This is an optimization exercise on Yosys and OpenROAD, whose aim is small area and a short achievable clock period, not a production implementation. In this exercise RTL edits were held to simulation tests only and were not proved equivalent to the original.

==> job 8743 <==
Design iir_filter_gen, start of the top module:
module iir_filter_gen (
  input  logic               CLK,
  input  logic               RST_n,
  input  logic signed [10:0] DIN,
  input  logic               VIN,
  input  logic [32:0]        B,
  input  logic [21:0]        A,
  input  logic               COEF_LD,
  output logic signed [10:0] DOUT,
  output logic               VOUT,
  output logic               SAT
);
clock: 10.0 ns
lec_check: 0
cap_margin: 20
core_margin: 2
core_utilization: 40
setup_slack_margin: 4
slew_margin: 20
synth_hierarchical: 1
synth_minimum_keep_size: 0
run.sh (not shown) runs the stock make flow with config.mk's settings and CLKGATE_MAP_FILE= SYNTH_SCRIPT=/design/flow/synth_recipe.tcl, a recipe that flattens the netlist after the stock synthesis.
==> inputs of job 8406, as changes to job 8743 <==
==> flow/flow/run.sh (new file) <==
#!/bin/bash
# The standard layout (the standard.sh, unchanged), with one difference:
# the buffers placed on the input and output ports are the smallest buffer
# cell, sky130_fd_sc_hd__buf_1, rather than the one buffer_ports picks.
set -euo pipefail
cp standard.sh standard_sh.log
export BUFFER_PORTS_ARGS="-buffer_cell sky130_fd_sc_hd__buf_1"
bash standard.sh > standard.log 2>&1
==> flow/standard.sh (new file) <==
#!/bin/bash
# synth_recipe.tcl (not shown) runs the flow's synth.tcl, then flattens the netlist and writes it again
# the make line also repeats each setting of config.mk as NAME=value (left out here)
make -C /OpenROAD-flow-scripts/flow DESIGN_CONFIG=/design/flow/config.mk WORK_HOME=/design/flow/orfs CLKGATE_MAP_FILE= SYNTH_SCRIPT=/design/flow/synth_recipe.tcl "${@:-finish}"
- SETUP_SLACK_MARGIN: 4 -> 3.5
removed: flow/run.sh
==> results.txt <==
- Most frequent cells in the layout: sky130_fd_sc_hd__a222oi_1, sky130_fd_sc_hd__fa_1, sky130_fd_sc_hd__inv_1
- Met3 usage: 0.0545
- Req. time, crit path: between 10 and 15 ns
- Clock network area share: 0.0227
- Relative area change from synthesis to final layout: 26.5%
- Outcome: no timing/DRC/antenna violations
the above is filed under job 8743

==> results.txt <==
- Clock network area share: 0.0252
- Relative area change from synthesis to final layout: 15.1%
- Dominant cell type by count on the critical path: sky130_fd_sc_hd__fa_1
- Most frequent cells in the layout: sky130_fd_sc_hd__a222oi_1, sky130_fd_sc_hd__fa_1, sky130_fd_sc_hd__inv_1
- Req. time, crit path: around 10 ns
- Outcome: no timing/DRC/antenna violations
the above is filed under job 8406


========
==> run A <==
Another version of the RTL of iir_filter_gen (not shown whole).
Settings: LEC_CHECK=0, CAP_MARGIN=20, CORE_MARGIN=2, CORE_UTILIZATION=40, CTS_BUF_LIST=sky130_fd_sc_hd__clkbuf_4 sky130_fd_sc_hd__clkbuf_8, SETUP_SLACK_MARGIN=3.75, SLEW_MARGIN=20, SYNTH_HIERARCHICAL=1, SYNTH_MINIMUM_KEEP_SIZE=0; clock period 10.0 ns.
standard.sh (not shown) runs the stock make flow with config.mk's settings and CLKGATE_MAP_FILE= SYNTH_SCRIPT=/design/flow/synth_recipe.tcl, a recipe that flattens the netlist after the stock synthesis.
==> flow/flow/run.sh <==
#!/bin/bash
# The standard layout (the standard.sh, unchanged), with one difference:
# the buffers placed on the input and output ports are the smallest buffer
# cell, sky130_fd_sc_hd__buf_1, rather than the one buffer_ports picks.
set -euo pipefail
cp standard.sh standard_sh.log
export BUFFER_PORTS_ARGS="-buffer_cell sky130_fd_sc_hd__buf_1"
bash standard.sh > standard.log 2>&1
==> inputs of run P, as changes to run A <==
Settings changed: PLACE_DENSITY set to 0.7, SETUP_SLACK_MARGIN 3.75 to 3.5.
==> inputs of run H, as changes to run A <==
Settings changed: SETUP_SLACK_MARGIN 3.75 to 3.25.
==> inputs of run K, as changes to run A <==
Settings changed: CTS_BUF_LIST sky130_fd_sc_hd__clkbuf_4 sky130_fd_sc_hd__clkbuf_8 to not set, SETUP_SLACK_MARGIN 3.75 to 3.5.
==> comparison <==
- Of run K and run A, run K has the higher count of clock-buffer cells in the layout (gap 2).
- Against run H, the maximum frequency of run A is higher by about 4%.
- Against run P, the final cell count of run H is smaller by 1.4%.
- In synthesized cell count, run H and run P do not differ.
==> figures <==
Post-layout worst setup margin: run P 3.58 ns; run H 3.44 ns; run A 3.68 ns; run K 3.60 ns
Via count: run P 17.1k; run H 16.7k; run A 17.4k; run K 17.0k
Final GP Congestion: run P 0.985; run H 0.947; run A 0.931; run K 0.947
Result of the run: run P no timing/DRC/antenna violations; run H no timing/DRC/antenna violations; run A no timing/DRC/antenna violations; run K no timing/DRC/antenna violations
Remaining max-slew budget at the tightest pin: run P 0.302; run H 0.256; run A 0.272; run K 0.257
Proportion of cell area occupied by registers: run P 0.167; run H 0.171; run A 0.159; run K 0.166
Highest Clock Rate: run P 156 MHz; run H 152 MHz; run A 158 MHz; run K 156 MHz
Clock buffer cells: run P 17; run H 20; run A 19; run K 21
Inverters: run P 204; run H 203; run A 203; run K 203
Overall global routing resource usage: run P 0.269; run H 0.266; run A 0.281; run K 0.267
Transition time at the pin with the least slew margin: run P 1.05 ns; run H 1.12 ns; run A 1.09 ns; run K 1.11 ns
Levels on crit path: run P 16; run H 19; run A 16; run K 18

==> static timing again, ports no longer ideal <==
No port has a modelled driver above. Below, the same layouts with a new extraction and two added sets of constraints. Step 1 assumes that a clkbuf_16 drives the clock port and a buf_2 every other input. Step 2, shift: input delay + t, output delay - t, t = (earliest + latest rising clock arrival at the registers) / 2. This alone moves slack from input paths to output paths. Slacks: ideal ports / drivers / drivers and shift; pairs: ideal ports / drivers.
| run | t, ns | slack for setup (ns) | worst setup path at the end | worst slew at a driven data input, ns | cell pins on the clock port's net |
|---|---|---|---|---|---|
| job 8743 | 0.540 | 3.788 / 3.788 / 3.672 | input to register | 0.04 | 1 |
| job 8406 | 0.546 | 3.496 / 3.496 / 3.313 | input to register | 0.04 | 1 |
| run A | 0.619 | 3.680 / 3.680 / 3.314 | input to register | 0.04 | 1 |
| run P | 0.564 | 3.583 / 3.583 / 3.290 | input to register | 0.04 | 1 |
| run H | 0.595 | 3.442 / 3.442 / 3.224 | input to register | 0.04 | 1 |
| run K | 0.530 | 3.600 / 3.600 / 3.250 | input to register | 0.04 | 1 |
After both steps every run listed still meets setup and hold. For run A, which loses most, drivers alone change the setup slack by 0.000 ns; drivers and shift together by -0.366 ns.
